Background: an optimization exercise with open tools, aiming at small area, a short achievable clock period and few clock cycles per item. Do not read the settings as production practice.
In this exercise RTL edits were held to simulation tests only and were not proved equivalent to the original.

==> 10-15: inputs <==
// idct_top
module idct_top #(
	parameter int ROW_PITCH = 320
) (
	input logic Clock,
	input logic Resetn,
	input logic start,
	input logic [17:0] in_base,
	input logic [17:0] out_base,
	input logic [15:0] sram_read_data,
	output logic [17:0] sram_address,
	output logic [15:0] sram_write_data,
	output logic sram_we_n,
	output logic busy,
	output logic finish
);
==> module idct_mcm, before the edit <==
module idct_mcm #(
	parameter int IW = 16,
	parameter int OW = 28
) (
	input logic Clock,
	input logic signed [IW-1:0] x_in,
	input logic odd_in,      
	input logic zero4_in,    
	output logic [3:0][OW-1:0] p
);
localparam int W9 = IW + 4;
localparam int W11 = IW + 4;
localparam int W25 = IW + 5;
localparam int W35 = IW + 6;
localparam int W257 = (IW + 9 < OW) ? IW + 9 : OW;
logic signed [IW-1:0] xa;
logic signed [W9-1:0] x9;
logic signed [W11-1:0] x11;
logic signed [W25-1:0] x25;
logic signed [W35-1:0] x35;
logic signed [W257-1:0] x257;
logic odd, zero4, even26;
always_ff @(posedge Clock) begin
	xa <= x_in;
	x9 <= (W9'(x_in) <<< 3) + W9'(x_in);
	x11 <= (W11'(x_in) <<< 4) - (W11'(x_in) <<< 2) - W11'(x_in);
	x25 <= (W25'(x_in) <<< 5) - (W25'(x_in) <<< 3) + W25'(x_in);
	x35 <= (W35'(x_in) <<< 5) + (W35'(x_in) <<< 2) - W35'(x_in);
	x257 <= (W257'(x_in) <<< 8) + W257'(x_in);
	odd <= odd_in;
	zero4 <= zero4_in;
	even26 <= !odd_in && !zero4_in;
end
logic [OW-1:0] ex, e9, e11, e25, e35, e257;
assign ex = OW'(xa);
assign e9 = OW'(x9);
assign e11 = OW'(x11);
assign e25 = OW'(x25);
assign e35 = OW'(x35);
assign e257 = OW'(x257);
logic [OW-1:0] l0_a, l0_b, l1_a, l1_b;
logic [OW-1:0] l0, l1, l2, l3;
assign l0_a = zero4 ? (ex << 11) : (e11 << 8);
assign l0_b = odd ? e25 : (zero4 ? '0 : (e35 << 2));
idct_addsub #(.W(OW)) as_l0 (.a(l0_a), .b(l0_b), .sub(even26), .y(l0));
assign l1_a = odd ? (e257 << 3) : (e9 << 7);
assign l1_b = odd ? (e11 << 5) : (e11 << 2);
idct_addsub #(.W(OW)) as_l1 (.a(l1_a), .b(l1_b), .sub(!odd), .y(l1));
assign l2 = (e25 << 6) + e9;
assign l3 = (e9 << 6) - e11;
always_ff @(posedge Clock) begin
	p <= {l3, l2, l1, l0};
end
endmodule
Settings: LEC_CHECK=0, CAP_MARGIN=20, CORE_MARGIN=2, CORE_UTILIZATION=40, PLACE_DENSITY=0.6, SETUP_SLACK_MARGIN=5, SLEW_MARGIN=20, SYNTH_MEMORY_MAX_BITS=8192; clock period 10.0 ns.
standard.sh (not shown) runs the stock make flow with config.mk's settings and CLKGATE_MAP_FILE= SYNTH_SCRIPT=/design/flow/synth_recipe.tcl, a recipe that flattens the netlist after the stock synthesis.
==> flow/flow/run.sh <==
#!/bin/bash
# Standard layout, with timing repair aimed at a tighter period than the
# clock's (the constraints are unchanged).
set -euo pipefail
bash standard.sh SETUP_SLACK_MARGIN=6.7 finish > orfs_flow.log 2>&1
==> 07-10 (differences from 10-15) <==
--- a/flow/design.v
+++ b/flow/design.v
@@ -46,40 +46,36 @@
 localparam int W9 = IW + 4;
 localparam int W11 = IW + 4;
 localparam int W25 = IW + 5;
 localparam int W35 = IW + 6;
 localparam int W257 = (IW + 9 < OW) ? IW + 9 : OW;
-logic signed [IW-1:0] xa;
 logic signed [W9-1:0] x9;
 logic signed [W11-1:0] x11;
 logic signed [W25-1:0] x25;
 logic signed [W35-1:0] x35;
 logic signed [W257-1:0] x257;
-logic odd, zero4, even26;
+logic odd, zero4;
 always_ff @(posedge Clock) begin
-	xa <= x_in;
 	x9 <= (W9'(x_in) <<< 3) + W9'(x_in);
 	x11 <= (W11'(x_in) <<< 4) - (W11'(x_in) <<< 2) - W11'(x_in);
 	x25 <= (W25'(x_in) <<< 5) - (W25'(x_in) <<< 3) + W25'(x_in);
 	x35 <= (W35'(x_in) <<< 5) + (W35'(x_in) <<< 2) - W35'(x_in);
 	x257 <= (W257'(x_in) <<< 8) + W257'(x_in);
 	odd <= odd_in;
 	zero4 <= zero4_in;
-	even26 <= !odd_in && !zero4_in;
 end
-logic [OW-1:0] ex, e9, e11, e25, e35, e257;
-assign ex = OW'(xa);
+logic [OW-1:0] e9, e11, e25, e35, e257;
 assign e9 = OW'(x9);
 assign e11 = OW'(x11);
 assign e25 = OW'(x25);
 assign e35 = OW'(x35);
 assign e257 = OW'(x257);
 logic [OW-1:0] l0_a, l0_b, l1_a, l1_b;
 logic [OW-1:0] l0, l1, l2, l3;
-assign l0_a = zero4 ? (ex << 11) : (e11 << 8);
-assign l0_b = odd ? e25 : (zero4 ? '0 : (e35 << 2));
-idct_addsub #(.W(OW)) as_l0 (.a(l0_a), .b(l0_b), .sub(even26), .y(l0));
+assign l0_a = zero4 ? (e11 << 10) : (e11 << 8);
+assign l0_b = odd ? e25 : (zero4 ? (e9 << 10) : (e35 << 2));
+idct_addsub #(.W(OW)) as_l0 (.a(l0_a), .b(l0_b), .sub(!odd), .y(l0));
 assign l1_a = odd ? (e257 << 3) : (e9 << 7);
 assign l1_b = odd ? (e11 << 5) : (e11 << 2);
 idct_addsub #(.W(OW)) as_l1 (.a(l1_a), .b(l1_b), .sub(!odd), .y(l1));
 assign l2 = (e25 << 6) + e9;
 assign l3 = (e9 << 6) - e11;
==> flow/flow/run.sh (replaced) <==
#!/bin/bash
# Standard layout, with timing repair aimed at a tighter period than the
# clock's (the constraints are unchanged), and a clock tree of larger sink
# clusters driven by smaller buffers, without dummy loads.
set -euo pipefail
bash standard.sh SETUP_SLACK_MARGIN=6.0 \
  "CTS_ARGS=-sink_clustering_enable -repair_clock_nets -dont_use_dummy_load -sink_clustering_size 16 -sink_clustering_max_diameter 60 -buf_list sky130_fd_sc_hd__clkbuf_8" \
  finish > orfs_flow.log 2>&1
==> 10-19 (differences from 10-15) <==
==> flow/flow/run.sh (replaced) <==
#!/bin/bash
# Standard layout, with timing repair aimed at a tighter period than the
# clock's (the constraints are unchanged), and a clock tree of larger sink
# clusters driven by smaller buffers, without dummy loads.
set -euo pipefail
bash standard.sh SETUP_SLACK_MARGIN=6.0 \
  "CTS_ARGS=-sink_clustering_enable -repair_clock_nets -dont_use_dummy_load -sink_clustering_size 24 -buf_list sky130_fd_sc_hd__clkbuf_8" \
  finish > orfs_flow.log 2>&1
==> 03-03 (differences from 10-15) <==
--- a/flow/design.v
+++ b/flow/design.v
@@ -46,40 +46,36 @@
 localparam int W9 = IW + 4;
 localparam int W11 = IW + 4;
 localparam int W25 = IW + 5;
 localparam int W35 = IW + 6;
 localparam int W257 = (IW + 9 < OW) ? IW + 9 : OW;
-logic signed [IW-1:0] xa;
 logic signed [W9-1:0] x9;
 logic signed [W11-1:0] x11;
 logic signed [W25-1:0] x25;
 logic signed [W35-1:0] x35;
 logic signed [W257-1:0] x257;
-logic odd, zero4, even26;
+logic odd, zero4;
 always_ff @(posedge Clock) begin
-	xa <= x_in;
 	x9 <= (W9'(x_in) <<< 3) + W9'(x_in);
 	x11 <= (W11'(x_in) <<< 4) - (W11'(x_in) <<< 2) - W11'(x_in);
 	x25 <= (W25'(x_in) <<< 5) - (W25'(x_in) <<< 3) + W25'(x_in);
 	x35 <= (W35'(x_in) <<< 5) + (W35'(x_in) <<< 2) - W35'(x_in);
 	x257 <= (W257'(x_in) <<< 8) + W257'(x_in);
 	odd <= odd_in;
 	zero4 <= zero4_in;
-	even26 <= !odd_in && !zero4_in;
 end
-logic [OW-1:0] ex, e9, e11, e25, e35, e257;
-assign ex = OW'(xa);
+logic [OW-1:0] e9, e11, e25, e35, e257;
 assign e9 = OW'(x9);
 assign e11 = OW'(x11);
 assign e25 = OW'(x25);
 assign e35 = OW'(x35);
 assign e257 = OW'(x257);
 logic [OW-1:0] l0_a, l0_b, l1_a, l1_b;
 logic [OW-1:0] l0, l1, l2, l3;
-assign l0_a = zero4 ? (ex << 11) : (e11 << 8);
-assign l0_b = odd ? e25 : (zero4 ? '0 : (e35 << 2));
-idct_addsub #(.W(OW)) as_l0 (.a(l0_a), .b(l0_b), .sub(even26), .y(l0));
+assign l0_a = zero4 ? (e11 << 10) : (e11 << 8);
+assign l0_b = odd ? e25 : (zero4 ? (e9 << 10) : (e35 << 2));
+idct_addsub #(.W(OW)) as_l0 (.a(l0_a), .b(l0_b), .sub(!odd), .y(l0));
 assign l1_a = odd ? (e257 << 3) : (e9 << 7);
 assign l1_b = odd ? (e11 << 5) : (e11 << 2);
 idct_addsub #(.W(OW)) as_l1 (.a(l1_a), .b(l1_b), .sub(!odd), .y(l1));
 assign l2 = (e25 << 6) + e9;
 assign l3 = (e9 << 6) - e11;
@@ -102,11 +98,11 @@
 	output logic sram_we_n,
 	output logic busy,
 	output logic finish
 );
 localparam logic [17:0] PIX_PITCH = 18'(ROW_PITCH / 2);
-localparam logic [6:0] LAST = 7'd110;
+localparam logic [6:0] LAST = 7'd109;
 logic start_d;
 logic [6:0] cnt;           
 logic [17:0] out_base_r;
 logic go;
 assign go = !busy && start && !start_d;
@@ -222,19 +218,19 @@
 	end else begin
 		hold_ld <= busy && cnt >= 7'd13 && cnt <= 7'd69 && cnt[2:0] == 3'd5;
 		ring_v <= busy && cnt >= 7'd17 && cnt <= 7'd80;
 		c_first <= busy && cnt >= 7'd17 && cnt <= 7'd32;
 		rd_step <= go || (busy && cnt <= 7'd62);
-		wr_load <= busy && cnt == 7'd77;
-		wr_step <= busy && cnt >= 7'd78 && cnt <= 7'd108;
-		we_next <= busy && cnt >= 7'd77 && cnt <= 7'd108;
+		wr_load <= busy && cnt == 7'd76;
+		wr_step <= busy && cnt >= 7'd77 && cnt <= 7'd107;
+		we_next <= busy && cnt >= 7'd76 && cnt <= 7'd107;
 		if (go || (busy && cnt <= 7'd62)) begin
 			addr_delta <= (go || cnt[2:0] != 3'd7) ? 18'd1 : 18'(ROW_PITCH - 7);
 		end else begin
-			if (cnt[0] == 1'b0) begin
+			if (cnt[0] == 1'b1) begin
 				addr_delta <= PIX_PITCH;
-			end else if (cnt[2:0] == 3'd5) begin
+			end else if (cnt[2:0] == 3'd4) begin
 				addr_delta <= (cnt[4:3] == 2'b11) ? (18'd0 - 18'd3 * PIX_PITCH - 18'd3) :
 					(18'd3 * PIX_PITCH - 18'd3);
 			end else begin
 				addr_delta <= 18'd1 - PIX_PITCH;
 			end
@@ -309,65 +305,68 @@
 );
 always_ff @(posedge Clock) begin
 	t_reg <= dr_sum[30:8];
 end
 logic [3:0][31:0] lp2;
-logic [3:0][15:0] lp2_hi_d;
+logic [3:0][7:0] lp2_hi_d;
 idct_mcm #(.IW(23), .OW(32)) mcm2 (
 	.Clock(Clock),
 	.x_in(t_reg),
 	.odd_in(ca_odd),
 	.zero4_in(ca_zero4),
 	.p(lp2)
 );
 always_ff @(posedge Clock) begin
 	for (int l = 0; l < 4; l++) begin
-		lp2_hi_d[l] <= lp2[l][31:16];
+		lp2_hi_d[l] <= lp2[l][31:24];
 	end
 end
 logic [15:0][3:0][31:0] ring;
 for (genvar r = 0; r < 4; r++) begin : g_col
-	logic [15:0] lo_a, lo_b;
-	logic [16:0] lo_s;
-	logic [15:0] hi_a, hi_b, hi_s;
+	logic [23:0] lo_a, lo_b;
+	logic [24:0] lo_s;
+	logic [7:0] hi_a, hi_b, hi_s;
 	logic lo_cin, hi_cy;
-	assign lo_a = c_first ? 16'd0 : ring[15][r][15:0];
-	assign lo_b = ring_v ? (lp2[c_sel[r]][15:0] ^ {16{c_neg[r]}}) : 16'd0;
+	assign lo_a = c_first ? 24'd0 : ring[15][r][23:0];
+	assign lo_b = ring_v ? (lp2[c_sel[r]][23:0] ^ {24{c_neg[r]}}) : 24'd0;
 	assign lo_cin = ring_v && c_neg[r];
-	assign lo_s = {1'b0, lo_a} + {1'b0, lo_b} + 17'(lo_cin);
-	assign hi_a = c_first_d ? 16'd0 : ring[0][r][31:16];
-	assign hi_b = ring_v_d ? (lp2_hi_d[c_sel_d[r]] ^ {16{c_neg_d[r]}}) : 16'd0;
-	assign hi_s = hi_a + hi_b + 16'(hi_cy);
+	assign lo_s = {1'b0, lo_a} + {1'b0, lo_b} + 25'(lo_cin);
+	assign hi_a = c_first_d ? 8'd0 : ring[0][r][31:24];
+	assign hi_b = ring_v_d ? (lp2_hi_d[c_sel_d[r]] ^ {8{c_neg_d[r]}}) : 8'd0;
+	assign hi_s = hi_a + hi_b + 8'(hi_cy);
 	always_ff @(posedge Clock) begin
 		for (int i = 2; i < 16; i++) begin
 			ring[i][r] <= ring[i-1][r];
 		end
-		ring[0][r] <= {ring[15][r][31:16], lo_s[15:0]};
-		hi_cy <= lo_s[16];
-		ring[1][r] <= {hi_s, ring[0][r][15:0]};
+		ring[0][r] <= {ring[15][r][31:24], lo_s[23:0]};
+		hi_cy <= lo_s[24];
+		ring[1][r] <= {hi_s, ring[0][r][23:0]};
 	end
 end
-logic [15:0] ae_l, be_l, ao_l, bo_l;
-logic [15:0] ae_h, be_h, ao_h, bo_h;
-logic [16:0] ce, co;
+logic [23:0] ae_l, be_l, ao_l, bo_l;
+logic [7:0] ae_h, be_h, ao_h, bo_h;
+logic [24:0] ce, co;
 logic cy_e, cy_o;
-logic [15:0] qh_e, qh_o;
-assign ae_l = tp_odd ? ring[2][tp_i][15:0] : ring[1][tp_i][15:0];
-assign be_l = tp_odd ? ring[10][tp_i][15:0] : ring[9][tp_i][15:0];
-assign ao_l = tp_odd ? ring[1][tp_i][15:0] : ring[0][tp_i][15:0];
-assign bo_l = tp_odd ? ring[9][tp_i][15:0] : ring[8][tp_i][15:0];
-assign ce = {1'b0, ae_l} + {1'b0, be_l ^ {16{tp_sub}}} + 17'(tp_sub);
-assign co = {1'b0, ao_l} + {1'b0, bo_l ^ {16{tp_sub}}} + 17'(tp_sub);
-assign ae_h = tp_odd_d ? ring[3][tp_i_d][31:16] : ring[2][tp_i_d][31:16];
-assign be_h = tp_odd_d ? ring[11][tp_i_d][31:16] : ring[10][tp_i_d][31:16];
-assign ao_h = tp_odd_d ? ring[2][tp_i_d][31:16] : ring[1][tp_i_d][31:16];
-assign bo_h = tp_odd_d ? ring[10][tp_i_d][31:16] : ring[9][tp_i_d][31:16];
+logic [7:0] qm_e, qm_o;
+logic [7:0] qh_e, qh_o;
+assign ae_l = tp_odd ? ring[2][tp_i][23:0] : ring[1][tp_i][23:0];
+assign be_l = tp_odd ? ring[10][tp_i][23:0] : ring[9][tp_i][23:0];
+assign ao_l = tp_odd ? ring[1][tp_i][23:0] : ring[0][tp_i][23:0];
+assign bo_l = tp_odd ? ring[9][tp_i][23:0] : ring[8][tp_i][23:0];
+assign ce = {1'b0, ae_l} + {1'b0, be_l ^ {24{tp_sub}}} + 25'(tp_sub);
+assign co = {1'b0, ao_l} + {1'b0, bo_l ^ {24{tp_sub}}} + 25'(tp_sub);
+assign ae_h = tp_odd_d ? ring[3][tp_i_d][31:24] : ring[2][tp_i_d][31:24];
+assign be_h = tp_odd_d ? ring[11][tp_i_d][31:24] : ring[10][tp_i_d][31:24];
+assign ao_h = tp_odd_d ? ring[2][tp_i_d][31:24] : ring[1][tp_i_d][31:24];
+assign bo_h = tp_odd_d ? ring[10][tp_i_d][31:24] : ring[9][tp_i_d][31:24];
+assign qh_e = ae_h + (be_h ^ {8{tp_sub_d}}) + 8'(cy_e);
+assign qh_o = ao_h + (bo_h ^ {8{tp_sub_d}}) + 8'(cy_o);
 always_ff @(posedge Clock) begin
-	cy_e <= ce[16];
-	cy_o <= co[16];
-	qh_e <= ae_h + (be_h ^ {16{tp_sub_d}}) + 16'(cy_e);
-	qh_o <= ao_h + (bo_h ^ {16{tp_sub_d}}) + 16'(cy_o);
+	cy_e <= ce[24];
+	cy_o <= co[24];
+	qm_e <= ce[23:16];
+	qm_o <= co[23:16];
 end
 function automatic logic [7:0] clip(input logic [15:0] q);
 	if (q[15]) begin
 		clip = 8'h00;
 	end else if (|q[14:8]) begin
@@ -375,8 +374,8 @@
 	end else begin
 		clip = q[7:0];
 	end
 endfunction
 always_ff @(posedge Clock) begin
-	sram_write_data <= {clip(qh_e), clip(qh_o)};
+	sram_write_data <= {clip({qh_e, qm_e}), clip({qh_o, qm_o})};
 end
 endmodule
==> flow/flow/run.sh (replaced) <==
#!/bin/bash
# Standard layout, with timing repair aimed at a tighter period than the
# clock's (the constraints are unchanged), and a clock tree of larger sink
# clusters driven by smaller buffers, without dummy loads.
set -euo pipefail
bash standard.sh SETUP_SLACK_MARGIN=6.0 \
  "CTS_ARGS=-sink_clustering_enable -repair_clock_nets -dont_use_dummy_load -sink_clustering_size 40 -buf_list {sky130_fd_sc_hd__clkbuf_4 sky130_fd_sc_hd__clkbuf_8}" \
  finish > orfs_flow.log 2>&1
ABC_AREA = 1   (was default)
==> notes.md <==
Of 03-03 and 07-10, 03-03 has the higher setup slack (gap 57 ps). Against 03-03, the first-iteration DRC count of 10-15 is lower by 52%. Clock-buffer cell count: 03-03 is higher than 10-15 (80). Critical path depth: 03-03 < 10-19 < 07-10 < 10-15. The lowest maximum frequency belongs to 10-19, the highest to 03-03.
Testbench counts of 10-15, summed over its fixed seeds: cycles 7,112, blocks 64.
Testbench counts of 07-10, summed over its fixed seeds: cycles 7,112, blocks 64.
Testbench counts of 10-19, summed over its fixed seeds: cycles 7,112, blocks 64.
Testbench counts of 03-03, summed over its fixed seeds: cycles 7,048, blocks 64.

-- port drivers added, routing unchanged --
No port has a modelled driver above. Below, the same layouts with a new extraction and two added sets of constraints. Step 1: set_driving_cell puts a clkbuf_16 on Clock and a buf_2 on each other input, an assumption about the parent block. Step 2 times the ports against the registers' clock, not the clock port: input delays grow and output delays shrink by t, the midpoint of the rising clock arrivals with the driver on. a / b / c = ideal ports / drivers / drivers and shift; a / b = the first two.
| run | t, ns | slack for setup (ns) | slew at the worst register clock pin (ns) | worst data-port slew with drivers (ns) |
|---|---|---|---|---|
| 10-15 | 0.998 | 6.158 / 6.158 / 5.968 | 0.07 / 0.07 | 0.09 |
| 07-10 | 1.047 | 6.104 / 6.052 / 5.917 | 0.11 / 0.11 | 0.07 |
| 10-19 | 1.159 | 6.102 / 6.069 / 5.861 | 0.07 / 0.07 | 0.13 |
| 03-03 | 1.175 | 6.161 / 6.068 / 5.742 | 0.07 / 0.07 | 0.07 |
After both steps setup and hold are still met in every run listed. For 03-03, which loses most, drivers alone change the setup slack by -0.093 ns; drivers and shift together by -0.419 ns.
